Background: an optimization exercise with open tools, aiming at small area, a short achievable clock period and few clock cycles per item. Do not read the settings as production practice.
In this exercise RTL edits were held to simulation tests only and were not proved equivalent to the original.
Power figures rest on the tool's default switching activity, not on a simulated workload.

==> inputs of run a <==
Design priority_deque_with_wait_tracking, start of the top module:
module priority_deque_with_wait_tracking
(
  input  wire logic              clk,
  input  wire logic              rst,
  input  wire logic              in_valid,
  output logic                   in_ready,
  input  wire logic [pdq_pkg::MODE_W-1:0] mode,
  input  wire logic [pdq_pkg::QSEL_W-1:0] queue_select,
  input  wire logic [pdq_pkg::KEY_W-1:0]  user_key,
  input  wire logic [pdq_pkg::TIME_W-1:0] current_time,
  output logic                   out_valid,
  input  wire logic              out_ready,
  output logic [pdq_pkg::STAT_W-1:0]      status,
  output logic [pdq_pkg::KEY_W-1:0]       removed_key,
  output logic [pdq_pkg::TIME_W-1:0]      removed_wait,
  output logic [pdq_pkg::TIME_W-1:0]      max_wait,
  output logic [pdq_pkg::OCC_W-1:0]       occupancy
);
==> module pdq_dp, before the edit <==
module pdq_dp
(
  input  wire logic                          clk,
  input  wire logic                          rst,
  input  wire logic                          adv,
  input  wire logic                          in_valid,
  input  wire logic [pdq_pkg::MODE_W-1:0]    mode,
  input  wire logic [pdq_pkg::QSEL_W-1:0]    queue_select,
  input  wire logic [pdq_pkg::KEY_W-1:0]     user_key,
  input  wire logic [pdq_pkg::TIME_W-1:0]    current_time,
  output logic                               dep,
  output logic [pdq_pkg::RES_W-1:0]          res
);
  localparam int NQ = pdq_pkg::NUM_QUEUES;
  localparam int QD = pdq_pkg::QUEUE_DEPTH;
  localparam int TW = pdq_pkg::TIME_W;
  localparam int KW = pdq_pkg::KEY_W;
  localparam int EW = pdq_pkg::ENTRY_W;
  logic [3:0] head  [NQ];
  logic [3:0] tail  [NQ];
  logic [4:0] count [NQ];
  logic [NQ-1:0] qsel;
  logic [3:0]    hd, tl;
  logic [4:0]    cnt;
  logic          is_push, is_pop, full, empty, do_push, do_pop;
  logic [4:0]    cnt_nx;
  logic [1:0]    st;
  always_comb begin
    for (int j = 0; j < NQ; j++) qsel[j] = (queue_select == j);
  end
  assign hd      = head[queue_select];
  assign tl      = tail[queue_select];
  assign cnt     = count[queue_select];
  assign is_push = !mode[1];
  assign is_pop  = (mode == pdq_pkg::MODE_POP);
  assign full    = cnt[4];
  assign empty   = (cnt == 5'd0);
  assign do_push = in_valid & is_push & !full;
  assign do_pop  = in_valid & is_pop & !empty;
  always_comb begin
    cnt_nx = cnt;
    if (do_push)     cnt_nx = cnt + 5'd1;
    else if (do_pop) cnt_nx = cnt - 5'd1;
  end
  always_comb begin
    st = pdq_pkg::STATUS_DONE;
    if (is_push && full)  st = pdq_pkg::STATUS_FULL;
    if (is_pop  && empty) st = pdq_pkg::STATUS_EMPTY;
  end
  always_ff @(posedge clk) begin
    if (rst) begin
      for (int j = 0; j < NQ; j++) begin
        head[j]  <= '0;
        tail[j]  <= '0;
        count[j] <= '0;
      end
    end else if (adv && in_valid) begin
      count[queue_select] <= cnt_nx;
      if (do_push && mode[0]) head[queue_select] <= hd - 4'd1;
      if (do_pop)             head[queue_select] <= hd + 4'd1;
      if (do_push && !mode[0]) tail[queue_select] <= tl + 4'd1;
    end
  end
  logic [QD-1:0]    hdec [NQ];
  logic [QD-1:0]    tdec [NQ];
  logic [NQ*QD-1:0] rsel;
  logic [NQ*QD-1:0] wsel;
  logic             wr;
  assign wr = do_push & adv;
  always_comb begin
    for (int j = 0; j < NQ; j++)
      for (int i = 0; i < QD; i++) begin
        hdec[j][i] = (head[j] == i);
        tdec[j][i] = (tail[j] == i);
      end
    for (int j = 0; j < NQ; j++)
      for (int i = 0; i < QD; i++) begin
        rsel[j*QD+i] = hdec[j][i];
        wsel[j*QD+i] = wr & qsel[j] & (mode[0] ? hdec[j][(i+1)%QD] : tdec[j][i]);
      end
  end
  logic [NQ*EW-1:0] rd_q;
  logic [EW-1:0]    rd_entry;
  pdq_ram #(
    .WIDTH (EW),
    .NQ    (NQ),
    .QD    (QD)
  ) u_ram (
    .clk   (clk),
    .wsel  (wsel),
    .wdata ({user_key, current_time}),
    .rsel  (rsel),
    .rdata (rd_q)
  );
  assign rd_entry = rd_q[queue_select*EW +: EW];
  logic          b_v;
  logic [1:0]    b_q;
  logic          b_pop;
  logic [1:0]    b_st;
  logic [4:0]    b_occ;
  logic [TW-1:0] b_time;
  logic [KW-1:0] b_key;
  logic [TW-1:0] b_stamp;
  always_ff @(posedge clk) begin
    if (rst)      b_v <= 1'b0;
    else if (adv) b_v <= in_valid;
  end
  always_ff @(posedge clk) begin
    if (adv) begin
      b_q     <= queue_select;
      b_pop   <= do_pop;
      b_st    <= st;
      b_occ   <= cnt_nx;
      b_time  <= current_time;
      b_key   <= rd_entry[EW-1:TW];
      b_stamp <= rd_entry[TW-1:0];
    end
  end
  logic [TW-1:0] w;
  pdq_sub u_sub (
    .a   (b_time),
    .b   (b_stamp),
    .d   (w)
  );
  logic          c_v;
  logic [1:0]    c_q;
  logic [1:0]    c_st;
  logic [4:0]    c_occ;
  logic [KW-1:0] c_key;
  logic [TW-1:0] c_w;
  logic [TW-1:0] c_lg;       
  logic [TW-1:0] longest [NQ];
  logic [TW-1:0] lg_nx;
  always_ff @(posedge clk) begin
    if (rst)      c_v <= 1'b0;
    else if (adv) c_v <= b_v;
  end
  always_ff @(posedge clk) begin
    if (adv) begin
      c_q   <= b_q;
      c_st  <= b_st;
      c_occ <= b_occ;
      c_key <= b_pop ? b_key : {KW{1'b0}};
      c_w   <= b_pop ? w : {TW{1'b0}};
      c_lg  <= (c_v && c_q == b_q) ? lg_nx : longest[b_q];
    end
  end
  logic gt;
  pdq_gt u_gt (
    .a  (c_w),
    .b  (c_lg),
    .gt (gt)
  );
  assign lg_nx = gt ? c_w : c_lg;
  always_ff @(posedge clk) begin
    if (rst) begin
      for (int j = 0; j < NQ; j++) longest[j] <= '0;
    end else if (adv && c_v) begin
      longest[c_q] <= lg_nx;
    end
  end
  assign dep = adv & c_v;
  assign res = {c_st, c_key, c_w, lg_nx, c_occ};
endmodule
==> module pdq_ram, before the edit <==
module pdq_ram #(
  parameter int WIDTH = 48,
  parameter int NQ    = 4,
  parameter int QD    = 16
) (
  input  wire logic                clk,
  input  wire logic [NQ*QD-1:0]    wsel,     
  input  wire logic [WIDTH-1:0]    wdata,
  input  wire logic [NQ*QD-1:0]    rsel,     
  output logic      [NQ*WIDTH-1:0] rdata     
);
  logic [WIDTH-1:0] row [NQ*QD];
  logic [WIDTH-1:0] term [NQ*QD];
  genvar i;
  generate
    for (i = 0; i < NQ*QD; i++) begin : g_row
      always_ff @(posedge clk) begin
        if (wsel[i]) row[i] <= wdata;
      end
      assign term[i] = rsel[i] ? row[i] : '0;
    end
  endgenerate
  always_comb begin
    rdata = '0;
    for (int j = 0; j < NQ; j++)
      for (int k = 0; k < QD; k++)
        rdata[j*WIDTH +: WIDTH] = rdata[j*WIDTH +: WIDTH] | term[j*QD+k];
  end
endmodule
clock: 8.0 ns
lec_check: 0
cap_margin: 20
core_margin: 2
core_utilization: 40
setup_slack_margin: 5
slew_margin: 20
run.sh (not shown) runs the stock make flow with config.mk's settings and CLKGATE_MAP_FILE= SYNTH_SCRIPT=/design/flow/synth_recipe.tcl, a recipe that flattens the netlist after the stock synthesis.
==> run b: changes against run a <==
--- a/flow/design.v
+++ b/flow/design.v
@@ -126,24 +126,25 @@
   logic [NQ-1:0] qsel;
-  logic [3:0]    hd, tl;
-  logic [4:0]    cnt;
+  logic [NQ-1:0] full_q, empty_q, push_q, pop_q;
   logic          is_push, is_pop, full, empty, do_push, do_pop;
+  logic [4:0]    cnt_nx_q [NQ];
   logic [4:0]    cnt_nx;
   logic [1:0]    st;
-  always_comb begin
-    for (int j = 0; j < NQ; j++) qsel[j] = (queue_select == j);
-  end
-  assign hd      = head[queue_select];
-  assign tl      = tail[queue_select];
-  assign cnt     = count[queue_select];
   assign is_push = !mode[1];
   assign is_pop  = (mode == pdq_pkg::MODE_POP);
-  assign full    = cnt[4];
-  assign empty   = (cnt == 5'd0);
-  assign do_push = in_valid & is_push & !full;
-  assign do_pop  = in_valid & is_pop & !empty;
   always_comb begin
-    cnt_nx = cnt;
-    if (do_push)     cnt_nx = cnt + 5'd1;
-    else if (do_pop) cnt_nx = cnt - 5'd1;
+    for (int j = 0; j < NQ; j++) begin
+      qsel[j]     = (queue_select == j);
+      full_q[j]   = count[j][4];
+      empty_q[j]  = (count[j] == 5'd0);
+      push_q[j]   = in_valid & qsel[j] & is_push & !full_q[j];
+      pop_q[j]    = in_valid & qsel[j] & is_pop & !empty_q[j];
+      cnt_nx_q[j] = is_push ? (full_q[j] ? count[j] : count[j] + 5'd1)
+                            : (is_pop && !empty_q[j]) ? count[j] - 5'd1 : count[j];
+    end
   end
+  assign full    = full_q[queue_select];
+  assign empty   = empty_q[queue_select];
+  assign do_push = |push_q;
+  assign do_pop  = |pop_q;
+  assign cnt_nx  = cnt_nx_q[queue_select];
   always_comb begin
@@ -160,7 +161,9 @@
       end
-    end else if (adv && in_valid) begin
-      count[queue_select] <= cnt_nx;
-      if (do_push && mode[0]) head[queue_select] <= hd - 4'd1;
-      if (do_pop)             head[queue_select] <= hd + 4'd1;
-      if (do_push && !mode[0]) tail[queue_select] <= tl + 4'd1;
+    end else if (adv) begin
+      for (int j = 0; j < NQ; j++) begin
+        if (push_q[j] || pop_q[j]) count[j] <= cnt_nx_q[j];
+        if (push_q[j] && mode[0])  head[j] <= head[j] - 4'd1;
+        if (pop_q[j])              head[j] <= head[j] + 4'd1;
+        if (push_q[j] && !mode[0]) tail[j] <= tail[j] + 4'd1;
+      end
     end
@@ -171,4 +174,2 @@
   logic [NQ*QD-1:0] wsel;
-  logic             wr;
-  assign wr = do_push & adv;
   always_comb begin
@@ -182,3 +183,3 @@
         rsel[j*QD+i] = hdec[j][i];
-        wsel[j*QD+i] = wr & qsel[j] & (mode[0] ? hdec[j][(i+1)%QD] : tdec[j][i]);
+        wsel[j*QD+i] = adv & push_q[j] & (mode[0] ? hdec[j][(i+1)%QD] : tdec[j][i]);
       end
CTS_CLUSTER_DIAMETER = 90   (was not set)
CTS_CLUSTER_SIZE = 20   (was not set)
SETUP_SLACK_MARGIN = 4.4   (was 5)
TNS_END_PERCENT = 5   (was not set)
==> run c: changes against run a <==
--- a/flow/design.v
+++ b/flow/design.v
@@ -28,16 +28,15 @@
   parameter int WIDTH = 48,
-  parameter int NQ    = 4,
-  parameter int QD    = 16
+  parameter int DEPTH = 64
 ) (
-  input  wire logic                clk,
-  input  wire logic [NQ*QD-1:0]    wsel,     
-  input  wire logic [WIDTH-1:0]    wdata,
-  input  wire logic [NQ*QD-1:0]    rsel,     
-  output logic      [NQ*WIDTH-1:0] rdata     
+  input  wire logic             clk,
+  input  wire logic [DEPTH-1:0] wsel,     
+  input  wire logic [WIDTH-1:0] wdata,
+  input  wire logic [DEPTH-1:0] rsel,     
+  output logic      [WIDTH-1:0] rdata
 );
-  logic [WIDTH-1:0] row [NQ*QD];
-  logic [WIDTH-1:0] term [NQ*QD];
+  logic [WIDTH-1:0] row [DEPTH];
+  logic [WIDTH-1:0] term [DEPTH];
   genvar i;
   generate
-    for (i = 0; i < NQ*QD; i++) begin : g_row
+    for (i = 0; i < DEPTH; i++) begin : g_row
       always_ff @(posedge clk) begin
@@ -50,5 +49,3 @@
     rdata = '0;
-    for (int j = 0; j < NQ; j++)
-      for (int k = 0; k < QD; k++)
-        rdata[j*WIDTH +: WIDTH] = rdata[j*WIDTH +: WIDTH] | term[j*QD+k];
+    for (int k = 0; k < DEPTH; k++) rdata = rdata | term[k];
   end
@@ -126,24 +123,25 @@
   logic [NQ-1:0] qsel;
-  logic [3:0]    hd, tl;
-  logic [4:0]    cnt;
+  logic [NQ-1:0] full_q, empty_q, push_q, pop_q;
   logic          is_push, is_pop, full, empty, do_push, do_pop;
+  logic [4:0]    cnt_nx_q [NQ];
   logic [4:0]    cnt_nx;
   logic [1:0]    st;
-  always_comb begin
-    for (int j = 0; j < NQ; j++) qsel[j] = (queue_select == j);
-  end
-  assign hd      = head[queue_select];
-  assign tl      = tail[queue_select];
-  assign cnt     = count[queue_select];
   assign is_push = !mode[1];
   assign is_pop  = (mode == pdq_pkg::MODE_POP);
-  assign full    = cnt[4];
-  assign empty   = (cnt == 5'd0);
-  assign do_push = in_valid & is_push & !full;
-  assign do_pop  = in_valid & is_pop & !empty;
   always_comb begin
-    cnt_nx = cnt;
-    if (do_push)     cnt_nx = cnt + 5'd1;
-    else if (do_pop) cnt_nx = cnt - 5'd1;
+    for (int j = 0; j < NQ; j++) begin
+      qsel[j]     = (queue_select == j);
+      full_q[j]   = count[j][4];
+      empty_q[j]  = (count[j] == 5'd0);
+      push_q[j]   = in_valid & qsel[j] & is_push & !full_q[j];
+      pop_q[j]    = in_valid & qsel[j] & is_pop & !empty_q[j];
+      cnt_nx_q[j] = is_push ? (full_q[j] ? count[j] : count[j] + 5'd1)
+                            : (is_pop && !empty_q[j]) ? count[j] - 5'd1 : count[j];
+    end
   end
+  assign full    = full_q[queue_select];
+  assign empty   = empty_q[queue_select];
+  assign do_push = |push_q;
+  assign do_pop  = |pop_q;
+  assign cnt_nx  = cnt_nx_q[queue_select];
   always_comb begin
@@ -160,7 +158,9 @@
       end
-    end else if (adv && in_valid) begin
-      count[queue_select] <= cnt_nx;
-      if (do_push && mode[0]) head[queue_select] <= hd - 4'd1;
-      if (do_pop)             head[queue_select] <= hd + 4'd1;
-      if (do_push && !mode[0]) tail[queue_select] <= tl + 4'd1;
+    end else if (adv) begin
+      for (int j = 0; j < NQ; j++) begin
+        if (push_q[j] || pop_q[j]) count[j] <= cnt_nx_q[j];
+        if (push_q[j] && mode[0])  head[j] <= head[j] - 4'd1;
+        if (pop_q[j])              head[j] <= head[j] + 4'd1;
+        if (push_q[j] && !mode[0]) tail[j] <= tail[j] + 4'd1;
+      end
     end
@@ -171,4 +171,2 @@
   logic [NQ*QD-1:0] wsel;
-  logic             wr;
-  assign wr = do_push & adv;
   always_comb begin
@@ -182,11 +180,32 @@
         rsel[j*QD+i] = hdec[j][i];
-        wsel[j*QD+i] = wr & qsel[j] & (mode[0] ? hdec[j][(i+1)%QD] : tdec[j][i]);
+        wsel[j*QD+i] = adv & push_q[j] & (mode[0] ? hdec[j][(i+1)%QD] : tdec[j][i]);
       end
   end
-  logic [NQ*EW-1:0] rd_q;
-  logic [EW-1:0]    rd_entry;
+  logic             a_v;
+  logic [1:0]       a_q;
+  logic             a_pop;
+  logic [1:0]       a_st;
+  logic [4:0]       a_occ;
+  logic [TW-1:0]    a_time;
+  logic [NQ*QD-1:0] a_rsel;
+  always_ff @(posedge clk) begin
+    if (rst)      a_v <= 1'b0;
+    else if (adv) a_v <= in_valid;
+  end
+  always_ff @(posedge clk) begin
+    if (adv) begin
+      a_q    <= queue_select;
+      a_pop  <= do_pop;
+      a_st   <= st;
+      a_occ  <= cnt_nx;
+      a_time <= current_time;
+      for (int j = 0; j < NQ; j++)
+        for (int i = 0; i < QD; i++)
+          a_rsel[j*QD+i] <= pop_q[j] & rsel[j*QD+i];
+    end
+  end
+  logic [EW-1:0] rd_entry;
   pdq_ram #(
     .WIDTH (EW),
-    .NQ    (NQ),
-    .QD    (QD)
+    .DEPTH (NQ*QD)
   ) u_ram (
@@ -195,6 +214,5 @@
     .wdata ({user_key, current_time}),
-    .rsel  (rsel),
-    .rdata (rd_q)
+    .rsel  (a_rsel),
+    .rdata (rd_entry)
   );
-  assign rd_entry = rd_q[queue_select*EW +: EW];
   logic          b_v;
@@ -209,3 +227,3 @@
     if (rst)      b_v <= 1'b0;
-    else if (adv) b_v <= in_valid;
+    else if (adv) b_v <= a_v;
   end
@@ -213,7 +231,7 @@
     if (adv) begin
-      b_q     <= queue_select;
-      b_pop   <= do_pop;
-      b_st    <= st;
-      b_occ   <= cnt_nx;
-      b_time  <= current_time;
+      b_q     <= a_q;
+      b_pop   <= a_pop;
+      b_st    <= a_st;
+      b_occ   <= a_occ;
+      b_time  <= a_time;
       b_key   <= rd_entry[EW-1:TW];
@@ -246,3 +264,3 @@
       c_occ <= b_occ;
-      c_key <= b_pop ? b_key : {KW{1'b0}};
+      c_key <= b_key;
       c_w   <= b_pop ? w : {TW{1'b0}};
CTS_CLUSTER_DIAMETER = 90   (was not set)
CTS_CLUSTER_SIZE = 20   (was not set)
SETUP_SLACK_MARGIN = 4.4   (was 5)
TNS_END_PERCENT = 5   (was not set)
==> qor summary <==
Result of the run: run c no timing/DRC/antenna violations; run b no timing/DRC/antenna violations; run a no timing/DRC/antenna violations
Critical path startpoint: run c u_dp.a_rsel[23]; run b u_dp.head[3][0]; run a u_dp.head[1][1]
Relative area of non-clock buffer cells in the final design: run c 0.0403; run b 0.0358; run a 0.156
Post-Syn Area per Cell: run c 18.8 um^2; run b 18.4 um^2; run a 18.9 um^2
Multi-input gate area: run c 25600 um^2; run b 27200 um^2; run a 28800 um^2
Fraction of post-synthesis cell area in the top cell type by area: run c 0.800; run b 0.786; run a 0.805
Pleak: run c 49.9 nW; run b 48.1 nW; run a 62.4 nW
Detailed-route wire length per cell: run c 47.0 um; run b 36.1 um; run a 42.0 um
Grt met3 use: run c 0.137; run b 0.0442; run a 0.102
Net switching power of the design: run c 0.00729 W; run b 0.00763 W; run a 0.00990 W
Worst hold endpoint: run c u_dp.c_key[15]; run b u_dp.c_occ[4]; run a u_ctrl.k_res[72]
Combinational share of power: run c 0.031; run b 0.057; run a 0.070
Start point of the worst min-delay path: run c u_dp.b_key[15]; run b u_dp.b_occ[4]; run a u_dp.c_key[3]
Testbench counts of run a, summed over its fixed seeds: cycles 16,024, items 16,000.
Testbench counts of run b, summed over its fixed seeds: cycles 16,024, items 16,000.
Testbench counts of run c, summed over its fixed seeds: cycles 16,032, items 16,000.

-- static timing again, ports no longer ideal --
The results above use ideal ports. As a check the final layouts listed here were re-extracted and re-timed, cells and wires unchanged.
Step 1, drivers: a clkbuf_16 drives clk and a buf_2 each remaining input, both assumed.
Step 2 also shifts input and output timing later by t, the mid clock arrival at the registers, as if the neighbouring blocks saw the same clock.
Slacks: ideal ports / drivers / drivers and shift; pairs: ideal ports / drivers.
run | t, ns | setup slack, ns | worst hold slack (ns) | worst setup path at the end | slew at the worst register clock pin (ns)
run a | 1.058 | 3.629 / 3.629 / 3.077 | 0.457 / 0.457 / 0.457 | input to register | 0.08 / 0.08
run b | 1.042 | 4.195 / 4.194 / 3.161 | 0.430 / 0.430 / 0.430 | input to register | 0.09 / 0.09
run c | 1.053 | 3.971 / 3.971 / 3.072 | 0.417 / 0.417 / 0.417 | input to register | 0.09 / 0.09
After both steps every run listed still meets setup and hold. For run b, which loses most, drivers alone change the setup slack by -0.001 ns; drivers and shift together by -1.034 ns.
